This design comes from an exercise in tuning for small area and a short achievable clock period on the open sky130 flow, not from production work. Only simulation tests tie the RTL to the original design; equivalence was not proved. Power and IR drop assume default switching activity.

==> run.sh <==
#!/bin/bash
# synth_recipe.tcl (not shown) runs the flow's synth.tcl, then flattens the netlist and writes it again
# the make line also repeats each setting of config.mk as NAME=value (left out here)
make -C /OpenROAD-flow-scripts/flow DESIGN_CONFIG=/design/flow/config.mk WORK_HOME=/design/flow/orfs CLKGATE_MAP_FILE= SYNTH_SCRIPT=/design/flow/synth_recipe.tcl finish
==> config.mk <==
export PLATFORM = sky130hd
export DESIGN_NAME = cam_capture_top
export DESIGN_NICKNAME = cam_capture_top
export VERILOG_FILES = /design/flow/design.v
export SDC_FILE = /design/flow/constraint.sdc
export NUM_CORES = 4
export LEC_CHECK = 0
export CAP_MARGIN = 20
export CORE_MARGIN = 2
export CORE_UTILIZATION = 45
export CTS_CLUSTER_DIAMETER = 70
export CTS_CLUSTER_SIZE = 30
export PLACE_DENSITY = 0.72
export SETUP_SLACK_MARGIN = 3.2
export SLEW_MARGIN = 20
export TNS_END_PERCENT = 0
==> constraint.sdc <==
create_clock -name core_clock -period 5.8 [get_ports {i_mipi_pclk}]
set_input_delay 1.1600 -clock core_clock [delete_from_list [all_inputs] [get_ports {i_mipi_pclk}]]
set_output_delay 1.1600 -clock core_clock [all_outputs]
set_load 0.01 [all_outputs]
==> design.v <==
package cam_pixel_pkg;
   typedef struct packed {
      logic [8-1:0] b;
      logic [8-1:0] g;
      logic [8-1:0] r;
   } rgb_pixel_t;
   typedef struct packed {
      rgb_pixel_t p1;
      rgb_pixel_t p0;
   } pixel_pair_t;
   typedef struct packed {
      logic        vsync;
      logic        valid;
      pixel_pair_t pair;
   } cam_in_t;
endpackage
package cam_dma_pkg;
   localparam int unsigned BEAT_CNT_W = $clog2(16);
   localparam int unsigned DBG_CNT_W = 32;
   typedef logic [3*8-1:0] dma_pixel_t;
   typedef struct packed {
      dma_pixel_t p1;
      dma_pixel_t p0;
   } fifo_word_t;
   typedef struct packed {
      logic [7:0]                pad1;
      dma_pixel_t p1;
      logic [7:0]                pad0;
      dma_pixel_t p0;
   } dma_beat_t;
   typedef struct packed {
      logic fifo_empty;
      logic dma_write;
      logic dma_wready;
   } dma_status_t;
endpackage
`timescale 1ns/1ps
module cam_frame_packer (
   input  logic                    i_mipi_pclk,
   input  logic                    i_rst_n,
   input  cam_pixel_pkg::cam_in_t  i_cam,
   input  logic                    i_trigger_capture,
   input  logic                    i_continuous_capture,
   input  logic                    i_rgb_gray,
   output logic                    o_fifo_wr,
   output cam_dma_pkg::fifo_word_t o_fifo_wdata,
   output cam_dma_pkg::fifo_word_t o_fifo_ldata,
   output logic                    o_fifo_gray,
   output logic                    o_frame_start
);
   logic                      trig_r1;
   logic                      trig_r2;
   logic                      trig_r3;
   logic                      trig_rise;
   logic                      trig_hold;
   logic                      cont_r1;
   logic                      cont_r2;
   logic                      cont_hold;
   logic                      gray_r1;
   logic                      gray_sync;
   logic                      gray_q;
   logic                      vs_q;
   logic                      vs_fall;
   logic                      capture;
   logic [2*3*8-1:0] pix_q;
   logic [2*3*8-1:0] pix_gray;
   logic [2*48-1:0]               luma_q;
   always_ff @(posedge i_mipi_pclk) begin
      if (!i_rst_n) begin
         trig_r1   <= 1'b0;
         trig_r2   <= 1'b0;
         trig_r3   <= 1'b0;
         cont_r1   <= 1'b0;
         cont_r2   <= 1'b0;
         gray_r1   <= 1'b0;
         gray_sync <= 1'b0;
         vs_q      <= 1'b0;
      end else begin
         trig_r1   <= i_trigger_capture;
         trig_r2   <= trig_r1;
         trig_r3   <= trig_r2;
         cont_r1   <= i_continuous_capture;
         cont_r2   <= cont_r1;
         gray_r1   <= i_rgb_gray;
         gray_sync <= gray_r1;
         vs_q      <= i_cam.vsync;
      end
   end
   assign trig_rise = trig_r2 & ~trig_r3;
   assign vs_fall   = vs_q & ~i_cam.vsync;
   always_ff @(posedge i_mipi_pclk) begin
      if (!i_rst_n) begin
         trig_hold <= 1'b0;
         cont_hold <= 1'b0;
         capture   <= 1'b0;
      end else begin
         if (trig_rise) begin
            trig_hold <= 1'b1;
         end else if (o_fifo_wr) begin
            trig_hold <= 1'b0;
         end
         if (cont_r2) begin
            cont_hold <= 1'b1;
         end
         if (vs_fall) begin
            capture <= trig_hold | cont_hold;
         end
      end
   end
   always_ff @(posedge i_mipi_pclk) begin
      if (!i_rst_n) begin
         o_fifo_wr     <= 1'b0;
         o_frame_start <= 1'b0;
      end else begin
         o_fifo_wr     <= capture & i_cam.valid;
         o_frame_start <= vs_fall;
      end
   end
   function automatic logic [31:0] csa(logic [15:0] a, logic [15:0] b, logic [15:0] c);
      logic [15:0] s;
      logic [15:0] k;
      s   = a ^ b ^ c;
      k   = (a & b) | (a & c) | (b & c);
      csa = {k[14:0], 1'b0, s};
   endfunction
   function automatic logic [47:0] luma_rows(logic [7:0] r8, logic [7:0] g8, logic [7:0] b8);
      logic [15:0] r;
      logic [15:0] g;
      logic [15:0] b;
      logic [31:0] l1a, l1b, l1c, l1d;
      logic [31:0] l2a, l2b;
      logic [31:0] l3a, l3b;
      logic [31:0] l4;
      r = 16'(r8);
      g = 16'(g8);
      b = 16'(b8);
      l1a = csa(r, b, g << 1);
      l1b = csa(r << 2, g << 2, b << 2);
      l1c = csa(r << 3, b << 3, g << 4);
      l1d = csa(b << 4, r << 6, g << 7);
      l2a = csa(l1a[15:0], l1a[31:16], l1b[15:0]);
      l2b = csa(l1b[31:16], l1c[15:0], l1c[31:16]);
      l3a = csa(l2a[15:0], l2a[31:16], l2b[15:0]);
      l3b = csa(l2b[31:16], l1d[15:0], l1d[31:16]);
      l4  = csa(l3a[15:0], l3a[31:16], l3b[15:0]);
      luma_rows = {l3b[31:16], l4};
   endfunction
   function automatic logic [15:0] add16(logic [15:0] x, logic [15:0] y);
      logic [15:0] p;
      logic [15:0] g;
      logic [15:0] pp;
      logic [15:0] gg;
      p = x ^ y;
      g = x & y;
      for (int d = 1; d < 16; d = d * 2) begin
         pp = p;
         gg = g;
         for (int k = d; k < 16; k++) begin
            g[k] = gg[k] | (pp[k] & gg[k-d]);
            p[k] = pp[k] & pp[k-d];
         end
      end
      add16 = (x ^ y) ^ {g[14:0], 1'b0};
   endfunction
   always_ff @(posedge i_mipi_pclk) begin
      pix_q  <= i_cam.pair;
      gray_q <= gray_sync;
      for (int i = 0; i < 2; i++) begin
         luma_q[i*48 +: 48] <= luma_rows(i_cam.pair[i*24 +: 8], i_cam.pair[i*24+8 +: 8], i_cam.pair[i*24+16 +: 8]);
      end
   end
   always_comb begin
      for (int i = 0; i < 2; i++) begin
         logic [31:0] c;
         logic [15:0] sum;
         c   = csa(luma_q[i*48 +: 16], luma_q[i*48+16 +: 16], luma_q[i*48+32 +: 16]);
         sum = add16(c[15:0], c[31:16]);
         pix_gray[i*24 +: 24] = {sum[15:8], sum[15:8], sum[15:8]};
      end
   end
   assign o_fifo_wdata = pix_q;
   assign o_fifo_ldata = pix_gray;
   assign o_fifo_gray  = gray_q;
endmodule
`timescale 1ns/1ps
module cam_dma_fifo (
   input  logic                    i_mipi_pclk,
   input  logic                    i_rst_n,
   input  logic                    i_wr,
   input  cam_dma_pkg::fifo_word_t i_wdata,
   input  cam_dma_pkg::fifo_word_t i_ldata,
   input  logic                    i_gray,
   input  logic                    i_rd,
   output cam_dma_pkg::fifo_word_t o_rdata,
   output logic                    o_empty,
   output logic                    o_empty_nxt,
   output logic                    o_overflow
);
   localparam int unsigned DEPTH = 64;
   localparam int unsigned AW    = $clog2(64);
   localparam int unsigned DW    = 6*8;
   localparam int unsigned RA    = 7;
   localparam int unsigned RB    = 9;
   logic [DW-1:0]    mem [0:RA*RB-1];
   logic [DW-1:0]    stage;
   logic             stage_wr;
   logic [RA-1:0]    wa;
   logic [RB-1:0]    wb;
   logic [RA-1:0]    wsa;
   logic [RB-1:0]    wsb;
   logic [RA-1:0]    ra;
   logic [RB-1:0]    rb;
   logic [DW-1:0]    head;
   logic             to_head;
   logic             to_ring;
   logic [AW:0]      count;
   logic             full;
   logic             one;
   logic             two;
   logic             wr_en;
   logic [AW:0]      cnt_nr;
   logic [AW:0]      cnt_r;
   logic [DW-1:0]    mem_word;
   logic [DW-1:0]    nx_word;
   assign wr_en   = i_wr & ~full;
   assign o_rdata = head;
   assign to_head = wr_en & (o_empty | (one & i_rd));
   assign to_ring = wr_en & ~to_head;
   always_ff @(posedge i_mipi_pclk) begin
      stage <= i_gray ? i_ldata : i_wdata;
   end
   always_ff @(posedge i_mipi_pclk) begin
      for (int a = 0; a < RA; a++) begin
         for (int b = 0; b < RB; b++) begin
            if (wsa[a] && wsb[b]) begin
               mem[a*RB+b] <= stage;
            end
         end
      end
   end
   always_comb begin
      mem_word = '0;
      for (int a = 0; a < RA; a++) begin
         logic [DW-1:0] row;
         row = '0;
         for (int b = 0; b < RB; b++) begin
            row = row | ({DW{rb[b]}} & mem[a*RB+b]);
         end
         mem_word = mem_word | ({DW{ra[a]}} & row);
      end
   end
   assign nx_word = (two && stage_wr) ? stage : mem_word;
   logic sel_l;
   logic sel_w;
   logic sel_n;
   logic sel_h;
   assign sel_l = to_head & i_gray;
   assign sel_w = to_head & ~i_gray;
   assign sel_n = ~to_head & i_rd;
   assign sel_h = ~to_head & ~i_rd;
   always_ff @(posedge i_mipi_pclk) begin
      head <= ({DW{sel_l}} & i_ldata) | ({DW{sel_w}} & i_wdata)
            | ({DW{sel_n}} & nx_word) | ({DW{sel_h}} & head);
   end
   assign cnt_nr = wr_en ? count + 1'b1 : count;
   assign cnt_r  = wr_en ? count : count - 1'b1;
   assign o_empty_nxt = i_rd ? (cnt_r == '0) : (cnt_nr == '0);
   always_ff @(posedge i_mipi_pclk) begin
      if (!i_rst_n) begin
         stage_wr   <= 1'b0;
         wa         <= RA'(1);
         wb         <= RB'(1);
         wsa        <= '0;
         wsb        <= '0;
         ra         <= RA'(1);
         rb         <= RB'(1);
         count      <= '0;
         full       <= 1'b0;
         one        <= 1'b0;
         two        <= 1'b0;
         o_empty    <= 1'b1;
         o_overflow <= 1'b0;
      end else begin
         stage_wr <= to_ring;
         wsa      <= wa;
         wsb      <= to_ring ? wb : '0;
         if (to_ring) begin
            wb <= {wb[RB-2:0], wb[RB-1]};
            if (wb[RB-1]) begin
               wa <= {wa[RA-2:0], wa[RA-1]};
            end
         end
         if (i_rd && !one) begin
            rb <= {rb[RB-2:0], rb[RB-1]};
            if (rb[RB-1]) begin
               ra <= {ra[RA-2:0], ra[RA-1]};
            end
         end
         if (i_rd) begin
            count   <= cnt_r;
            full    <= (cnt_r == (AW+1)'(DEPTH));
            one     <= (cnt_r == (AW+1)'(1));
            two     <= (cnt_r == (AW+1)'(2));
            o_empty <= (cnt_r == '0);
         end else begin
            count   <= cnt_nr;
            full    <= (cnt_nr == (AW+1)'(DEPTH));
            one     <= (cnt_nr == (AW+1)'(1));
            two     <= (cnt_nr == (AW+1)'(2));
            o_empty <= (cnt_nr == '0);
         end
         if (i_wr && full) begin
            o_overflow <= 1'b1;
         end
      end
   end
endmodule
`timescale 1ns/1ps
module cam_dma_writer (
   input  logic                              i_mipi_pclk,
   input  logic                              i_rst_n,
   input  logic                              i_dma_init_done,
   input  logic                              i_dma_wready,
   input  cam_dma_pkg::fifo_word_t           i_fifo_rdata,
   input  logic                              i_fifo_empty,
   input  logic                              i_fifo_empty_nxt,
   input  logic                              i_fifo_wr,
   output logic                              o_fifo_rd,
   output logic                              o_dma_wvalid,
   output logic                              o_dma_wlast,
   output cam_dma_pkg::dma_beat_t            o_dma_wdata,
   output cam_dma_pkg::dma_status_t          o_status,
   output logic [cam_dma_pkg::DBG_CNT_W-1:0] o_wcount,
   output logic [cam_dma_pkg::DBG_CNT_W-1:0] o_rcount
);
   localparam int unsigned BEAT_CNT_W = cam_dma_pkg::BEAT_CNT_W;
   localparam logic [BEAT_CNT_W-1:0] LAST_BEAT = BEAT_CNT_W'(16 - 1);
   logic                  init_r1;
   logic                  init_r2;
   logic                  init_r3;
   logic                  init_rise;
   logic                  dma_write;
   logic                  dma_write_nxt;
   logic [BEAT_CNT_W-1:0] beat_cnt;
   logic [BEAT_CNT_W-1:0] beat_cnt_nxt;
   logic                  end_of_burst;
   logic                  arm;
   logic                  arm_last;
   logic                  beat;
   assign init_rise = init_r2 & ~init_r3;
   assign beat         = arm & i_dma_wready;
   assign o_fifo_rd    = beat;
   assign o_dma_wvalid = beat;
   assign o_dma_wlast  = arm_last & i_dma_wready;
   assign end_of_burst = (beat_cnt == LAST_BEAT);
   assign o_dma_wdata = {8'd0, i_fifo_rdata.p1, 8'd0, i_fifo_rdata.p0};
   assign o_status = {i_fifo_empty, dma_write, i_dma_wready};
   always_comb begin
      if (init_rise) begin
         dma_write_nxt = 1'b1;
      end else if (beat && end_of_burst) begin
         dma_write_nxt = 1'b0;
      end else begin
         dma_write_nxt = dma_write;
      end
   end
   assign beat_cnt_nxt = beat ? beat_cnt + 1'b1 : beat_cnt;
   always_ff @(posedge i_mipi_pclk) begin
      if (!i_rst_n) begin
         init_r1   <= 1'b0;
         init_r2   <= 1'b0;
         init_r3   <= 1'b0;
         dma_write <= 1'b0;
         beat_cnt  <= '0;
         arm       <= 1'b0;
         arm_last  <= 1'b0;
      end else begin
         init_r1   <= i_dma_init_done;
         init_r2   <= init_r1;
         init_r3   <= init_r2;
         dma_write <= dma_write_nxt;
         beat_cnt  <= beat_cnt_nxt;
         arm       <= dma_write_nxt & ~i_fifo_empty_nxt;
         arm_last  <= dma_write_nxt & ~i_fifo_empty_nxt & (beat_cnt_nxt == LAST_BEAT);
      end
   end
   always_ff @(posedge i_mipi_pclk) begin
      if (!i_rst_n) begin
         o_wcount <= '0;
         o_rcount <= '0;
      end else begin
         if (i_fifo_wr) begin
            o_wcount <= o_wcount + 1'b1;
         end
         if (beat) begin
            o_rcount <= o_rcount + 1'b1;
         end
      end
   end
endmodule
`timescale 1ns/1ps
module cam_capture_top (
   input  logic                              i_mipi_pclk,
   input  logic                              i_rst_n,
   input  cam_pixel_pkg::cam_in_t            i_cam,
   input  logic                              i_trigger_capture,
   input  logic                              i_continuous_capture,
   input  logic                              i_rgb_gray,
   input  logic                              i_dma_init_done,
   input  logic                              i_dma_wready,
   output logic                              o_dma_wvalid,
   output logic                              o_dma_wlast,
   output cam_dma_pkg::dma_beat_t            o_dma_wdata,
   output logic                              o_frame_start,
   output logic                              o_fifo_overflow,
   output logic [31:0]                       o_dma_status,
   output logic [cam_dma_pkg::DBG_CNT_W-1:0] o_dbg_wcount,
   output logic [cam_dma_pkg::DBG_CNT_W-1:0] o_dbg_rcount
);
   logic        fifo_wr;
   cam_dma_pkg::fifo_word_t  fifo_wdata;
   cam_dma_pkg::fifo_word_t  fifo_ldata;
   logic        fifo_gray;
   logic        fifo_rd;
   cam_dma_pkg::fifo_word_t  fifo_rdata;
   logic        fifo_empty;
   logic        fifo_empty_nxt;
   cam_dma_pkg::dma_status_t dma_status;
   assign o_dma_status = {29'd0, dma_status};
   cam_frame_packer u_packer (
      .i_mipi_pclk          (i_mipi_pclk),
      .i_rst_n              (i_rst_n),
      .i_cam                (i_cam),
      .i_trigger_capture    (i_trigger_capture),
      .i_continuous_capture (i_continuous_capture),
      .i_rgb_gray           (i_rgb_gray),
      .o_fifo_wr            (fifo_wr),
      .o_fifo_wdata         (fifo_wdata),
      .o_fifo_ldata         (fifo_ldata),
      .o_fifo_gray          (fifo_gray),
      .o_frame_start        (o_frame_start)
   );
   cam_dma_fifo u_fifo (
      .i_mipi_pclk (i_mipi_pclk),
      .i_rst_n     (i_rst_n),
      .i_wr        (fifo_wr),
      .i_wdata     (fifo_wdata),
      .i_ldata     (fifo_ldata),
      .i_gray      (fifo_gray),
      .i_rd        (fifo_rd),
      .o_rdata     (fifo_rdata),
      .o_empty     (fifo_empty),
      .o_empty_nxt (fifo_empty_nxt),
      .o_overflow  (o_fifo_overflow)
   );
   cam_dma_writer u_writer (
      .i_mipi_pclk     (i_mipi_pclk),
      .i_rst_n         (i_rst_n),
      .i_dma_init_done (i_dma_init_done),
      .i_dma_wready    (i_dma_wready),
      .i_fifo_rdata    (fifo_rdata),
      .i_fifo_empty    (fifo_empty),
      .i_fifo_empty_nxt(fifo_empty_nxt),
      .i_fifo_wr       (fifo_wr),
      .o_fifo_rd       (fifo_rd),
      .o_dma_wvalid    (o_dma_wvalid),
      .o_dma_wlast     (o_dma_wlast),
      .o_dma_wdata     (o_dma_wdata),
      .o_status        (dma_status),
      .o_wcount        (o_dbg_wcount),
      .o_rcount        (o_dbg_rcount)
   );
endmodule
==> reports/results.txt, run 1 <==
Static timing analysis puts the maximum clock frequency at 348.1 MHz. The area of the multi-input gates was 0.02434 mm2; the fraction of final layout cells with drive strength greater than 1 was 13.29%. The worst register-to-register path begins at u_fifo.rb[4]. The per-cell routed wire length was 37.67 um.

In this run the worst hold path is classified as register to register. The H-tree was split into 4 levels. The logs give 0 for the total count of max-transition violations in the final report and 75.12k for the routed via count. With fillers left out, the area of the finished cells amounts to 0.1372 mm2. In the post-synthesis netlist, the biggest area contributors are sky130_fd_sc_hd__edfxtp_1, sky130_fd_sc_hd__dfxtp_1, sky130_fd_sc_hd__a222oi_1. Counting flops with a built-in enable in the synthesized netlist gives 3024. Library cell used as clock root buffer: sky130_fd_sc_hd__clkbuf_16. The final hold violation count is 0, and the number of detailed-route iterations in the first pass is 12. The number of different library cells in the post-synthesis netlist came out at 70.

In this design, the stage delay of the slowest critical-path cell is 530 ps. Total core area: 0.2734 mm2. The flow ran to the end and the layout has no timing, DRC or antenna violations. Number of I/O port buffers: 175. The depth of the worst hold-timing path works out to 0. Wires add up to 404700 um.

The synthesis-stage register bit count works out to 3379. TritonCTS built the clock tree. In this run the deepest clock path goes through 3 buffers.

The clock transition at the registers of the reported paths came out at 120 ps. Leaving out fill and tap cells, the most frequent cells in the layout are sky130_fd_sc_hd__edfxtp_1, sky130_fd_sc_hd__a22oi_1, sky130_fd_sc_hd__a22o_1, sky130_fd_sc_hd__a31oi_1, sky130_fd_sc_hd__a222oi_1. The largest fanout on the critical path works out to 52. Each instance of the synthesized netlist takes up on average 17.99 um2. The depth of the worst register-to-register path was 9; the count of endpoints failing setup in the final report was 0. Summed over all cells, the static leakage comes to 0.04266 uW.

Summed instance area of the synthesized netlist: 0.1235 mm2. Of the synthesized area, sequential elements account for 79.27%. The number of inserted filler cells in the final layout was 21.42k; the final clock skew was 42.07 ps.

The HPWL after detailed placement was 211400 um. The vertical die dimension was 527.9 um; the pin count of the biggest net entering global routing was 90. In this run the horizontal extent of the chip is 527.9 um. Most common cell after layout, fill and taps aside: sky130_fd_sc_hd__edfxtp_1. Traced cell by cell, the critical path runs through buf_12, buf_12, buf_6, a22o_1, a221oi_1, a31oi_1, nor4_2, a21oi_1, a221o_1.

The number of primary I/O pins came out at 221. The routability congestion estimate is 0.8897, and the total negative slack is 0 ps. The critical path is of the register to register type. For this design the ratio of total power to cell area is 335.4 mW/mm2. The share of synthesized area in the top cell type comes to 73.52%. The initial antenna violation count was 21. Max-cap violations in this run came to 0. The library cell with the largest summed area after synthesis was sky130_fd_sc_hd__edfxtp_1. STA puts the critical path data required time at 6590 ps. The initial utilization of the core area, before any placement, comes to 45.18%. At the pin with the least slew margin, the transition time is 1283 ps.

After floorplanning, the core was divided into 192 placement rows. In the synthesized netlist the async set-or-reset flop fraction comes to 0%. Dividing the final minimum period by the clock period gives 49.53%.

The first global-routing pass estimated 547200 um of wire. Synthesis produced 6867 cells. Origin of the worst min-delay path: u_packer.gray_sync. Setup repair after global routing could not meet its margin everywhere. The endpoint of the lowest-slack register-to-register path was u_fifo.head[37].

The average vias per placed instance was 6.992; the area of the die was 0.2787 mm2. For this run, design rule violations remaining after detail routing come to 0. The path with the worst hold slack has its endpoint at u_packer.gray_q.

The run gives 50.17% as the post-route core utilization. Global routing finished with a remaining overflow of 0. The final layout contains 7296 nets. In this run the register-to-register setup slack is 2930 ps. In this run the cell area measured after placement is 0.1306 mm2. The worst setup path is launched from a register. Number of global-route vias before repair: 70.02k.

Launch point of the worst path: u_fifo.rb[4]. The count of nets left with antenna violations once routing finished came out at 0. The first routing iteration left 17.36k violations.

Grouping stages by cell kind, the critical path spends the most delay in compound AO/OA/AOI/OAI gates. The clock period minus final worst setup slack came out at 2873 ps. The clock sink count was 3379. The tools report the area of all sequential standard cells as 0.09811 mm2. STA classifies the critical path endpoint as a register. The worst supply voltage drop on vdd is 0.0003007 V, and the count of synthesis-stage warnings from yosys is 4.

The number of buffers and inverters on the critical path is 3. The number of clock buffers added by TritonCTS is 140. Global routing used 27.79% of the available tracks across all layers. Power comes to 46000 uW.

The slowest stage of the critical path belongs to the cell sky130_fd_sc_hd__nor4_2. The worst pin sits at a relative slew slack of 14.47%. Data arrives at the worst endpoint at 3660 ps. Clock latency of the later-clocked register in the worst-skew pair: 890 ps. The cell seen most often among critical-path stages was sky130_fd_sc_hd__buf_12. In the synthesized netlist the dominant register cell turns out to be sky130_fd_sc_hd__edfxtp_1. From synthesis to final layout, the design area changed by 11.04%.
cell families (layout without fill, tap and decap cells):
kind of cell | Yosys count | in the layout | synth area share [%]
flops | 3379 | 3379 | 79.27
compound gates | 2007 | 2007 | 12.93
buf+inv | 654 | 889 | 2.191
simple gates | 565 | 565 | 2.441
fa+ha+maj | 177 | 177 | 2.559
xor+xnor | 77 | 77 | 0.5460
mux | 7 | 7 | 0.05673
other cells | 1 | 53 | 0.003036
through the flow:
| stage | setup WS, ps | cells | hold WS, ps |
|---|---|---|---|
| finish | 2927 | 10740 | 341.3 |
| global route | 2997 | 10740 | 346.7 |
| CTS | 3073 | 10700 | 343.5 |
| detailed placement | 1669 | 10420 | 326.0 |
| global placement | 1657 | 10390 | 317.1 |
| floorplan | 2456 | 6911 | 309.6 |
layer usage:
layer | part of all wire [%] | global-route usage, % | wire, um
met1 | 33 | 35.83 | 133600
met2 | 44 | 41.37 | 176500
met3 | 18 | 10.70 | 70970
met4 | 5.8 | 13.09 | 23390
met5 | 0.046 | 0 | 186
repair_timing:
item / 4_1_cts / 5_1_grt
pin swaps: 35 / 41
setup buffers: 48 / 28
hold buffers: 0 / 0
resized for setup: 634 / 75
setup endpoints to repair: 237 / 224
cloned: 5 / 7
power breakdown:
part | internal (uW) | leakage [uW] | switching (uW)
sequential | 28400 | 0.0302 | 657
clock | 5000 | 0.00212 | 7400
combinational | 1390 | 0.0104 | 3120
how the worst max path moves through the flow:
stage / endpoint / slack [ps] / cells after the start
floorplan: u_packer.luma_q[4] / 2460 / 8
global placement: u_fifo.head[20] / 1660 / 7
detailed placement: u_packer.luma_q[54] / 1670 / 7
CTS: o_dma_wvalid / 3070 / 4
global route: u_fifo.head[41] / 3000 / 8
finish: u_fifo.head[37] / 2930 / 9
flip-flops by register name, summed over array words and instances, names as in the netlist, 4 cells and up:
register / flops
u_writer.o_rcount: 32
u_fifo.wsa: 7
u_fifo.rb: 9
u_fifo.wb: 9
u_fifo.stage: 48
u_writer.o_wcount: 32
u_packer.pix_q: 48
u_fifo.head: 48
u_fifo.wa: 7
u_fifo.ra: 7
u_fifo.mem: 3024
u_writer.beat_cnt: 4
u_packer.luma_q: 62
u_fifo.count: 7
u_fifo.wsb: 9
cell type report:
class / count / area share, %
Clock buffer: 176 / 2.753
Tap cell: 3589 / 3.274
Clock inverter: 50 / 0.4160
Timing Repair Buffer: 500 / 3.803
Antenna cell: 8 / 0.01460
Inverter: 163 / 0.4670
Multi-Input combinational cell: 2878 / 17.75
Sequential cell: 3379 / 71.53
Yosys cell counts, types with 105 or more instances:
| master | count |
|---|---|
| sky130_fd_sc_hd__nor2_1 | 105 |
| sky130_fd_sc_hd__a221oi_1 | 337 |
| sky130_fd_sc_hd__a31oi_1 | 349 |
| sky130_fd_sc_hd__inv_1 | 162 |
| sky130_fd_sc_hd__edfxtp_1 | 3024 |
| sky130_fd_sc_hd__dfxtp_1 | 355 |
| sky130_fd_sc_hd__fa_1 | 126 |
| sky130_fd_sc_hd__a222oi_1 | 336 |
| sky130_fd_sc_hd__a22oi_1 | 345 |
| sky130_fd_sc_hd__nand2_1 | 105 |
| sky130_fd_sc_hd__clkbuf_1 | 300 |
| sky130_fd_sc_hd__a22o_1 | 342 |
==> run 2, diff against run 1 <==
--- a/config.mk
+++ b/config.mk
@@ -12,3 +12,3 @@
 export CTS_CLUSTER_SIZE = 30
-export PLACE_DENSITY = 0.72
+export PLACE_DENSITY = 0.8
 export SETUP_SLACK_MARGIN = 3.2
==> run 2 against run 1 <==
- still clean
- cell area down 1.1%
- critical path depth fell by 3
- global-route usage decreased by 0.37 points
- via count increased by 1.8%
- die area is the same
- wire length shrank 1.8%
- register-to-register slack about the same
- critical path type unchanged
- critical endpoint is now u_fifo.head[2]
==> reports/results.txt, run 2 <==
The tools report the post-detailed-routing wire length as 397400 um (was 404700 um). The number of different library cells in the post-synthesis netlist was 70 (unchanged); the vertical die dimension was 527.9 um (unchanged). The synthesis-stage register bit count was 3379 (unchanged); the total negative slack was 0 ps (unchanged). The logs give 880 ps (was 890 ps) for the clock latency of the later-clocked register in the worst-skew pair and 0 (unchanged) for the final antenna-violating net count. Top flop regs: u_fifo.mem (3024), u_packer.luma_q (62) (unchanged). The most common cell after layout, fill and taps aside is sky130_fd_sc_hd__edfxtp_1 (unchanged). The most used standard cell by instance count after synthesis was sky130_fd_sc_hd__edfxtp_1 (unchanged).

The H-tree depth was 4 (unchanged). The start-to-end type of the worst setup path is register to register (unchanged). For the pin count of the biggest net entering global routing, the log shows 96 (was 90). The count of maximum capacitance violations is 0 (unchanged). The smallest hold slack is 336.8 ps (was 341.3 ps). The arrival time of the worst setup path was 3650 ps (was 3660 ps); the required time of the critical path was 6570 ps (was 6590 ps). The post-synthesis cell count is 6867 (unchanged).

The maximum buffer depth of the clock tree was 3 (unchanged). Number of flip-flops under the largest register name: 3024 (unchanged). The logs give 0.0002846 V (was 0.0003007 V) for the worst supply voltage drop on vdd and 17.63k (was 17.36k) for the initial DRC count.

The main combinational cell family by area after synthesis was compound AO/OA/AOI/OAI gates (unchanged). The run finished with no timing, DRC or antenna violations. The count of endpoints failing setup in the final report came out at 0 (unchanged). Relative contribution of combinational cells to total power: 10.8% (was 9.8%). Top cells by area in the synthesized netlist: sky130_fd_sc_hd__edfxtp_1, sky130_fd_sc_hd__dfxtp_1, sky130_fd_sc_hd__a222oi_1 (unchanged). The tools report the library cell used as clock root buffer as sky130_fd_sc_hd__clkbuf_16 (unchanged). The combined buffer and inverter count along the critical path came out at 2 (was 3). The share of async-settable or async-resettable flops after synthesis works out to 0% (unchanged). The run gives 0.04201 uW (was 0.04266 uW) as the leakage power. The final clock skew was 49.77 ps (was 42.07 ps); the per-cell routed wire length was 37.23 um (was 37.67 um). Most frequent cells after synthesis: sky130_fd_sc_hd__edfxtp_1, sky130_fd_sc_hd__dfxtp_1, sky130_fd_sc_hd__a31oi_1 (unchanged). The run gives 2930 ps (about the same) as the reg2reg setup slack. The share of the synthesized netlist area taken by xor and xnor gates came out at 0.5460% (unchanged). Slowest cell on the critical path: sky130_fd_sc_hd__nor4_2 (unchanged). The number of synthesized flops with an enable pin is 3024 (unchanged), and the net switching fraction of the power is 24.34% (was 24.29%). The summed instance area of the synthesized netlist was 0.1235 mm2 (unchanged); the simple-gate share of the synthesized area was 2.441% (unchanged). The power density relative to cell area was 337.3 mW/mm2 (was 335.4 mW/mm2); the fraction of final layout cells with drive strength greater than 1 was 11.84% (was 13.29%). The final period utilization works out to 49.55% (was 49.53%). The final hold violation count is 0 (unchanged).

The sort of element at the end of the critical path was a register (unchanged). The total count of max-transition violations in the final report was 0 (unchanged); the routability congestion estimate was 0.8924 (was 0.8897). TritonCTS built the clock tree.

The number of primary I/O pins was 221 (unchanged). Endpoint of the lowest-slack register-to-register path: u_fifo.head[2] (was u_fifo.head[37]). The number of cell rows came out at 192 (unchanged).

The clock sink count is 3379 (unchanged), and the worst slew margin relative to its limit is 16.96% (was 14.47%). The clock period minus final worst setup slack works out to 2874 ps (was 2873 ps). The count of synthesis-stage warnings from yosys was 4 (unchanged). The logs give 135 (was 140) for the number of buffers created by CTS and 0 (unchanged) for the total congestion overflow.

The clock transition at the registers of the reported paths came out at 110 ps (was 120 ps). The complex-gate fraction of the synthesized area is 12.93% (unchanged), and the net switching component of the power is 11140 uW (was 11180 uW). Commonest cells after routing, fill and taps aside: sky130_fd_sc_hd__edfxtp_1, sky130_fd_sc_hd__a31oi_1, sky130_fd_sc_hd__a22oi_1, sky130_fd_sc_hd__a22o_1, sky130_fd_sc_hd__a222oi_1 (was sky130_fd_sc_hd__edfxtp_1, sky130_fd_sc_hd__a22oi_1, sky130_fd_sc_hd__a22o_1, sky130_fd_sc_hd__a31oi_1, sky130_fd_sc_hd__a222oi_1). The run gives 13 (was 12) as the number of detailed-route iterations in the first pass.

The fraction of post-synthesis cell area in the top cell type by area is 73.52% (unchanged). The number of hold buffers added after cts is 0 (unchanged). The sequential power share is 63.2% (was 63.3%), and the fraction of power consumed by the clock network is 26.0% (was 27.0%). The number of nets in the final layout is 7234 (was 7296), and the synthesis-to-layout area growth is 9.823% (was 11.04%). The depth of the worst hold-timing path was 0 (unchanged); the largest stage delay on the critical path was 900 ps (was 530 ps). Setup repair after global routing could not meet its margin everywhere.

The depth of the worst register-to-register path is 6 (was 9), and the upper clock frequency limit is 347.9 MHz (was 348.1 MHz). The critical path startpoint category is a register (unchanged). The total DRC errors in the routed layout was 0 (unchanged); the initial antenna violation count was 30 (was 21).

The die boundary width is 527.9 um (unchanged). The logs give 27.42% (was 27.79%) for the total global-route track usage and 45.18% (unchanged) for the starting density of the core. The largest fanout on the critical path is 27 (was 52).

Total internal power: 34620 uW (was 34830 uW). The overall power came out at 45760 uW (was 46000 uW). The average vias per placed instance was 7.163 (was 6.992); the synthesized area per cell was 17.99 um2 (unchanged).

The share of the yosys chip area belonging to registers was 79.27% (unchanged). The tools report the end point of the worst hold path as u_packer.gray_q (unchanged). For the post-route core utilization, the log shows 49.62% (was 50.17%).

The origin of the worst min-delay path was u_packer.gray_sync (unchanged). The first-pass GRT wire length was 542500 um (was 547200 um); the area of the die was 0.2787 mm2 (unchanged). For the number of global-route vias before repair, the log shows 72.54k (was 70.02k). Register with the most flip-flops: u_fifo.mem (unchanged). Dominant register cell in the synthesized netlist: sky130_fd_sc_hd__edfxtp_1 (unchanged).

The HPWL after detailed placement is 204000 um (was 211400 um). The launch point of the worst reg-to-reg path was u_fifo.ra[1] (was u_fifo.rb[4]). The adder and majority gate portion of the synthesized area came out at 2.559% (unchanged). The multiplexer share of the synthesized area was 0.05672% (unchanged). Cell family contributing the most delay on the critical path: buffers and inverters (was compound AO/OA/AOI/OAI gates). The transition time at the pin with the least slew margin came out at 1246 ps (was 1283 ps). Routed via count: 76.47k (was 75.12k).

The class of the most critical hold timing path is register to register (unchanged). The total core area came out at 0.2734 mm2 (unchanged). The library cell with the largest summed area after synthesis was sky130_fd_sc_hd__edfxtp_1 (unchanged). Critical Path, Cell by Cell: clkinv_2, buf_12, a31oi_1, nor4_2, a21o_1, nand3_1 (was buf_12, buf_12, buf_6, a22o_1, a221oi_1, a31oi_1, nor4_2, a21oi_1, a221o_1).

The number of I/O port buffers was 175 (unchanged).
-- run 2: cell types whose count changed in the layout (fill, tap and decap cells not counted), moves of 11 or more --
cell	before	now
sky130_fd_sc_hd__clkdlybuf4s15_2	68	44
sky130_fd_sc_hd__buf_4	227	208
sky130_fd_sc_hd__buf_2	35	53
sky130_fd_sc_hd__a221oi_1	320	333
sky130_fd_sc_hd__a221oi_2	17	4
sky130_fd_sc_hd__dfxtp_2	63	50
sky130_fd_sc_hd__buf_6	23	12
sky130_fd_sc_hd__dfxtp_1	262	273
-- run 2: final cells by class --
| cell class | count | area [um2] |
|---|---|---|
| antenna | 15 | 37.54 |
| clock buffer | 179 | 3702 |
| clock inverter | 29 | 340.3 |
| fill | 20980 | 137700 |
| inverter | 163 | 626.9 |
| multi-input combinational | 2879 | 24190 |
| sequential | 3379 | 98100 |
| tap | 3589 | 4491 |
| timing repair buffer | 442 | 4173 |
-- run 2: power by group through the flow --
stage | clock network (uW) | logic [uW] | registers (uW)
2_1_floorplan | 0 | 1770 | 30100
3_3_place_gp | 0 | 4210 | 29400
3_5_place_dp | 0 | 4470 | 29400
4_1_cts | 11800 | 4620 | 28900
5_1_grt | 12500 | 5300 | 28900
6_report | 11900 | 4960 | 28900
-- run 2: cell families (layout without fill, tap and decap cells) --
group,Yosys count,count (layout)
fa+ha+maj,177,177
simple gates,565,566
flops,3379,3379
other cells,1,60
mux,7,7
xor+xnor,77,77
buf+inv,654,813
compound gates,2007,2007
-- run 2: how the worst max path moves through the flow --
stage                 startpoint             endpoint  depth (start not counted)
floorplan               i_cam[2]   u_packer.luma_q[4]                          8
global placement       i_cam[26]  u_packer.luma_q[52]                          9
detailed placement     i_cam[26]  u_packer.luma_q[52]                          9
CTS                 u_writer.arm         o_dma_wvalid                          3
global route        u_fifo.rb[5]       u_fifo.head[0]                          7
finish              u_fifo.ra[1]       u_fifo.head[2]                          6
-- run 2: routing by layer --
layer  track usage (%)  vias up  wire [um]
li1                  -    28650          -
met5            0.3810        -        367
met4             16.96       38      30410
met2             40.77     8845     171200
met3             11.58     1936      74720
met1             32.99    37000     120800
-- run 2: repair_timing --
item,in CTS,in global routing
pin swaps,34,34
hold endpoints to repair,0,0
setup endpoints to repair,247,230
resized for setup,660,79
cloned,3,0
setup buffers,28,25
-- run 2: metrics by stage --
step                      setup slack, ps  cells  instance area (um2)
after floorplan                      2456   6911               123700
after global placement               1669  10390               130000
after detailed placement             1672  10400               130200
after CTS                            3070  10640               135200
after global routing                 3023  10660               135600
final                                2926  10680               135700
-- run 2: worst register-to-register path, cell delays in order, from the launching register on --
cell,delay (ps)
sky130_fd_sc_hd__dfxtp_1,350
sky130_fd_sc_hd__clkinv_2,650
sky130_fd_sc_hd__buf_12,390
sky130_fd_sc_hd__a31oi_1,210
sky130_fd_sc_hd__nor4_2,900
sky130_fd_sc_hd__a21o_1,220
sky130_fd_sc_hd__nand3_1,60
==> run 3, diff against run 2 <==
--- a/design.v
+++ b/design.v
@@ -203,3 +203,4 @@
    localparam int unsigned RB    = 9;
-   logic [DW-1:0]    mem [0:RA*RB-1];
+   localparam int unsigned RING  = RA*RB-1;
+   logic [DW-1:0]    mem [0:RING-1];
    logic [DW-1:0]    stage;
@@ -215,2 +216,4 @@
    logic             to_ring;
+   logic             hold;
+   logic             pull;
    logic [AW:0]      count;
@@ -228,4 +231,8 @@
    assign to_ring = wr_en & ~to_head;
+   assign pull    = i_rd & ~one;
+   assign hold    = full & ~pull;
    always_ff @(posedge i_mipi_pclk) begin
-      stage <= i_gray ? i_ldata : i_wdata;
+      if (!full) begin
+         stage <= i_gray ? i_ldata : i_wdata;
+      end
    end
@@ -234,4 +241,4 @@
          for (int b = 0; b < RB; b++) begin
-            if (wsa[a] && wsb[b]) begin
-               mem[a*RB+b] <= stage;
+            if (a*RB+b < RING && wsa[a] && wsb[b] && !hold) begin
+               mem[(a*RB+b) % RING] <= stage;
             end
@@ -246,3 +253,5 @@
          for (int b = 0; b < RB; b++) begin
-            row = row | ({DW{rb[b]}} & mem[a*RB+b]);
+            if (a*RB+b < RING) begin
+               row = row | ({DW{rb[b]}} & mem[(a*RB+b) % RING]);
+            end
          end
@@ -283,15 +292,27 @@
       end else begin
-         stage_wr <= to_ring;
-         wsa      <= wa;
-         wsb      <= to_ring ? wb : '0;
+         if (!hold) begin
+            stage_wr <= to_ring;
+            wsa      <= wa;
+            wsb      <= to_ring ? wb : '0;
+         end
          if (to_ring) begin
-            wb <= {wb[RB-2:0], wb[RB-1]};
-            if (wb[RB-1]) begin
-               wa <= {wa[RA-2:0], wa[RA-1]};
+            if (wa[RA-1] && wb[RB-2]) begin
+               wa <= RA'(1);
+               wb <= RB'(1);
+            end else begin
+               wb <= {wb[RB-2:0], wb[RB-1]};
+               if (wb[RB-1]) begin
+                  wa <= {wa[RA-2:0], wa[RA-1]};
+               end
             end
          end
-         if (i_rd && !one) begin
-            rb <= {rb[RB-2:0], rb[RB-1]};
-            if (rb[RB-1]) begin
-               ra <= {ra[RA-2:0], ra[RA-1]};
+         if (pull) begin
+            if (ra[RA-1] && rb[RB-2]) begin
+               ra <= RA'(1);
+               rb <= RB'(1);
+            end else begin
+               rb <= {rb[RB-2:0], rb[RB-1]};
+               if (rb[RB-1]) begin
+                  ra <= {ra[RA-2:0], ra[RA-1]};
+               end
             end
--- a/config.mk
+++ b/config.mk
@@ -7,3 +7,3 @@
 export LEC_CHECK = 0
-export CAP_MARGIN = 20
+export CAP_MARGIN = 10
 export CORE_MARGIN = 2
@@ -12,5 +12,4 @@
 export CTS_CLUSTER_SIZE = 30
-export PLACE_DENSITY = 0.8
 export SETUP_SLACK_MARGIN = 3.2
-export SLEW_MARGIN = 20
+export SLEW_MARGIN = 10
 export TNS_END_PERCENT = 0
==> run 3 against run 2 <==
- via count decreased by 2.8%
- critical path depth unchanged
- global-route usage increased by 2.7 points
- critical endpoint is now u_fifo.head[47]
- sequential power decreased by 2%
==> reports/results.txt, run 3 <==
The flow ran to the end and the layout has no timing, DRC or antenna violations. Global routing met3 resource utilization: 7.583% (was 11.58%). Class of the most critical hold timing path: register to register (unchanged). The number of flip-flops under the largest register name is 2976 (was 3024). The start-to-end type of the worst setup path is register to register (unchanged). Endpoint of the lowest-slack register-to-register path: u_fifo.head[47] (was u_fifo.head[2]). The final worst-path setup slack is 2646 ps (was 2926 ps), and the worst slew margin relative to its limit is 16.79% (was 16.96%). The run gives 0 (unchanged) as the final antenna-violating net count. Routing layer with the top usage in global route: met2 (unchanged). The vertical die dimension is 526.2 um (was 527.9 um), and the met2 usage is 45.49% (was 40.77%). Most common cell after layout, fill and taps aside: sky130_fd_sc_hd__edfxtp_1 (unchanged). Library cell used as clock root buffer: sky130_fd_sc_hd__clkbuf_16 (unchanged). The count of synthesis-stage warnings from yosys came out at 4 (unchanged). The summed instance area of the synthesized netlist was 0.1227 mm2 (was 0.1235 mm2).

Top cells by area in the synthesized netlist: sky130_fd_sc_hd__edfxtp_1, sky130_fd_sc_hd__dfxtp_1, sky130_fd_sc_hd__a22oi_1 (was sky130_fd_sc_hd__edfxtp_1, sky130_fd_sc_hd__dfxtp_1, sky130_fd_sc_hd__a222oi_1). Sort of element at the end of the critical path: a register (unchanged). Number of cells in the finished layout apart from fillers: 10.82k (was 10.68k). The number of I/O port buffers came out at 175 (unchanged).

The number of detailed-route iterations in the first pass was 8 (was 13); the clock sink count was 3331 (was 3379). The number of inserted filler cells in the final layout came out at 21.89k (was 20.98k). The number of cell rows is 191 (was 192), and the clock latency of the later-clocked register in the worst-skew pair is 900 ps (was 880 ps).

The clock period minus final worst setup slack is 3154 ps (was 2874 ps). The total negative slack is 0 ps (unchanged), and the share of the yosys chip area belonging to registers is 79.02% (was 79.27%). Total congestion overflow: 0 (unchanged). The largest fanout on the critical path is 33 (was 27), and the synthesized area per cell is 17.73 um2 (was 17.99 um2). The share of async-settable or async-resettable flops after synthesis was 0% (unchanged); the instance area after placement was 0.1303 mm2 (was 0.1302 mm2). Fraction of post-synthesis cell area in the top cell type by area: 74.01% (was 73.52%). The run gives 0 (unchanged) as the final hold violation count. The run gives 45.28% (was 45.18%) as the starting density of the core. The power density relative to cell area came out at 345.4 mW/mm2 (was 337.3 mW/mm2). Transition time at the pin with the least slew margin: 1248 ps (was 1246 ps). The tools report the initial antenna violation count as 22 (was 30). For the number of nets in the final layout, the log shows 7343 (was 7234). The arrival time of the worst setup path is 3900 ps (was 3650 ps). Setup repair after global routing could not meet its margin everywhere. The run gives 10.47k (was 10.40k) as the number of cells after detailed placement. Origin of the worst min-delay path: u_packer.gray_sync (unchanged). For the total count of max-transition violations in the final report, the log shows 0 (unchanged). Routed via count: 74.29k (was 76.47k). The average vias per placed instance was 6.865 (was 7.163). Depth of the worst register-to-register path: 6 (unchanged).

The final period utilization came out at 54.38% (was 49.55%). The end point of the worst hold path was u_packer.gray_q (unchanged). The synthesis-to-layout area growth came out at 11.84% (was 9.823%). The number of global-route vias before repair was 70.42k (was 72.54k); the total global-route track usage was 30.13% (was 27.42%). The area of the die came out at 0.2769 mm2 (was 0.2787 mm2).

Clock transition at the registers of the reported paths: 110 ps (about the same). The first-pass GRT wire length is 582700 um (was 542500 um). The number of primary I/O pins was 221 (unchanged).

The worst supply voltage drop on vdd came out at 0.0003004 V (was 0.0002846 V). For the pin count of the biggest net entering global routing, the log shows 91 (was 96). Most frequent cells after synthesis: sky130_fd_sc_hd__edfxtp_1, sky130_fd_sc_hd__a22oi_1, sky130_fd_sc_hd__dfxtp_1 (was sky130_fd_sc_hd__edfxtp_1, sky130_fd_sc_hd__dfxtp_1, sky130_fd_sc_hd__a31oi_1). Global routing usage on met1: 41.35% (was 32.99%).

The HPWL after detailed placement was 235500 um (was 204000 um). Dominant register cell in the synthesized netlist: sky130_fd_sc_hd__edfxtp_1 (unchanged). Number of buffers created by CTS: 163 (was 135). The run gives 426100 um (was 397400 um) as the post-detailed-routing wire length. The maximum buffer depth of the clock tree came out at 3 (unchanged). The number of synthesized flops with an enable pin is 3024 (unchanged).

The register with the most flip-flops was u_fifo.mem (unchanged). The tools report the critical path startpoint category as a register (unchanged). The post-synthesis cell count came out at 6920 (was 6867). The most used standard cell by instance count after synthesis is sky130_fd_sc_hd__edfxtp_1 (unchanged). Top flop regs: u_fifo.mem (2976), u_packer.luma_q (62) (was u_fifo.mem (3024), u_packer.luma_q (62)). The final clock skew was 59.12 ps (was 49.77 ps). The tools report the launch point of the worst reg-to-reg path as u_fifo.rb[3] (was u_fifo.ra[1]). Library cell with the largest summed area after synthesis: sky130_fd_sc_hd__edfxtp_1 (unchanged). Required time of the critical path: 6550 ps (was 6570 ps). The tools report the upper clock frequency limit as 317.0 MHz (was 347.9 MHz). The routability congestion estimate was 0.8664 (was 0.8924). The depth of the worst hold-timing path came out at 0 (unchanged). The fraction of final layout cells with drive strength greater than 1 is 11.42% (was 11.84%). The total DRC errors in the routed layout is 0 (unchanged). Initial DRC count: 15.37k (was 17.63k). The area of all placed cells without fillers is 0.1372 mm2 (was 0.1357 mm2).

The number of different library cells in the post-synthesis netlist was 73 (was 70); the post-route core utilization was 50.64% (was 49.62%). The synthesis-stage register bit count came out at 3331 (was 3379). TritonCTS built the clock tree.

The tools report the launch point of the worst path as u_fifo.rb[3] (was u_fifo.ra[1]). The per-cell routed wire length was 39.38 um (was 37.23 um). The reg2reg setup slack is 2650 ps (was 2930 ps). The logs give 1330 ps (was 1672 ps) for the worst setup timing slack at the placement stage and 4 (unchanged) for the H-tree depth. Commonest cells after routing, fill and taps aside: sky130_fd_sc_hd__edfxtp_1, sky130_fd_sc_hd__a22oi_1, sky130_fd_sc_hd__a222oi_1, sky130_fd_sc_hd__dfxtp_1, sky130_fd_sc_hd__nand3_1 (was sky130_fd_sc_hd__edfxtp_1, sky130_fd_sc_hd__a31oi_1, sky130_fd_sc_hd__a22oi_1, sky130_fd_sc_hd__a22o_1, sky130_fd_sc_hd__a222oi_1). The count of endpoints failing setup in the final report is 0 (unchanged), and the die boundary width is 526.2 um (was 527.9 um).

The run gives 0.04312 uW (was 0.04201 uW) as the leakage power. The tools report the total core area as 0.2710 mm2 (was 0.2734 mm2). Count of maximum capacitance violations: 0 (unchanged).
-- run 3: cell types whose count changed after synthesis, moves of 87 or more --
cell,before,now
sky130_fd_sc_hd__nand3_1,36,228
sky130_fd_sc_hd__o221ai_1,0,87
sky130_fd_sc_hd__a221oi_1,337,240
sky130_fd_sc_hd__a22o_1,342,186
sky130_fd_sc_hd__a22oi_1,345,648
sky130_fd_sc_hd__a31oi_1,349,141
-- run 3: how the worst max path moves through the flow --
stage / to / slack (ps) / depth (start not counted)
floorplan: u_packer.luma_q[4] / 2460 / 8
finish: u_fifo.head[47] / 2650 / 6
detailed placement: u_fifo.mem[6][29] / 1330 / 8
global route: u_fifo.mem[20][25] / 2680 / 8
global placement: u_fifo.mem[6][47] / 1350 / 8
CTS: u_fifo.head[15] / 2810 / 10
-- run 3: cell type report --
cell class	instances	area (um2)	area share [%]
sequential	3331	97100	70.76
antenna	17	42.54	0.03100
inverter	161	619.3	0.4513
tap	3570	4467	3.255
clock inverter	108	1436	1.047
timing repair buffer	469	5319	3.876
clock buffer	183	4249	3.096
multi-input combinational	2983	24000	17.49
-- run 3: cells by family after synthesis --
kind of cell | share of synthesized area [%]
flops | 79.02
compound gates | 12.28
simple gates | 3.388
buf+inv | 2.237
fa+ha+maj | 2.576
xor+xnor | 0.4783
mux | 0.02447
other cells | 0.003056
-- run 3: critical path, stage by stage (launching register included) --
cell,delay [ps]
sky130_fd_sc_hd__dfxtp_4,540
sky130_fd_sc_hd__buf_6,320
sky130_fd_sc_hd__a222oi_1,890
sky130_fd_sc_hd__a31oi_1,200
sky130_fd_sc_hd__or4b_1,680
sky130_fd_sc_hd__o221ai_1,210
sky130_fd_sc_hd__o2111ai_1,130
-- run 3: power by group --
group / total [uW] / internal [uW] / switching (uW)
Clock: 14200 / 5920 / 8310
Combinational: 4790 / 1280 / 3510
Sequential: 28400 / 28000 / 398
Total: 47400 / 35200 / 12200
-- run 3: layer usage --
metal	routed length (um)	part of all wire, %
met1	156000	37
met2	191100	45
met5	67	0.016
met4	21780	5.1
met3	57200	13
-- run 3: timing repair --
item                                    4_1_cts  5_1_grt
hold buffers                                  0        0
gates cloned                                  6        0
pin swaps                                    20        4
setup buffers                                32        2
endpoints found under the setup margin     3248     2835
resized for setup                           348        4
-- run 3: through the flow --
stage / hold slack [ps] / power, uW
finish: 369.6 / 47400
global route: 379.2 / 48680
CTS: 371.8 / 47440
detailed placement: 327.9 / 33510
global placement: 317.1 / 33480
floorplan: 309.6 / 31100

## afterwards: timing with drivers on the ports
Ports are ideal in the flow. The routed layouts listed here were re-timed in OpenROAD. Step 1 assumes that a clkbuf_16 drives the clock port and a buf_2 every other input. Step 2 adds t to the input delays and takes it off the output delays; t is the mean of the earliest and latest rising clock arrival at the registers after step 1. Input paths then give back, and output paths get back, about the clock's delay inside the block. Slacks: ideal ports / drivers / drivers and shift; pairs: ideal ports / drivers.
| run | shift t [ns] | setup WS [ns] | clock arrival spread, ns |
|---|---|---|---|
| run 1 | 0.973 | 2.927 / 2.927 / 2.155 | 0.055 / 0.055 |
| run 2 | 0.949 | 2.926 / 2.926 / 2.170 | 0.075 / 0.075 |
| run 3 | 0.958 | 2.646 / 2.646 / 1.760 | 0.072 / 0.072 |
After both steps every run listed still meets setup and hold. For run 3, which loses most, drivers alone change the setup slack by 0.000 ns; drivers and shift together by -0.886 ns.
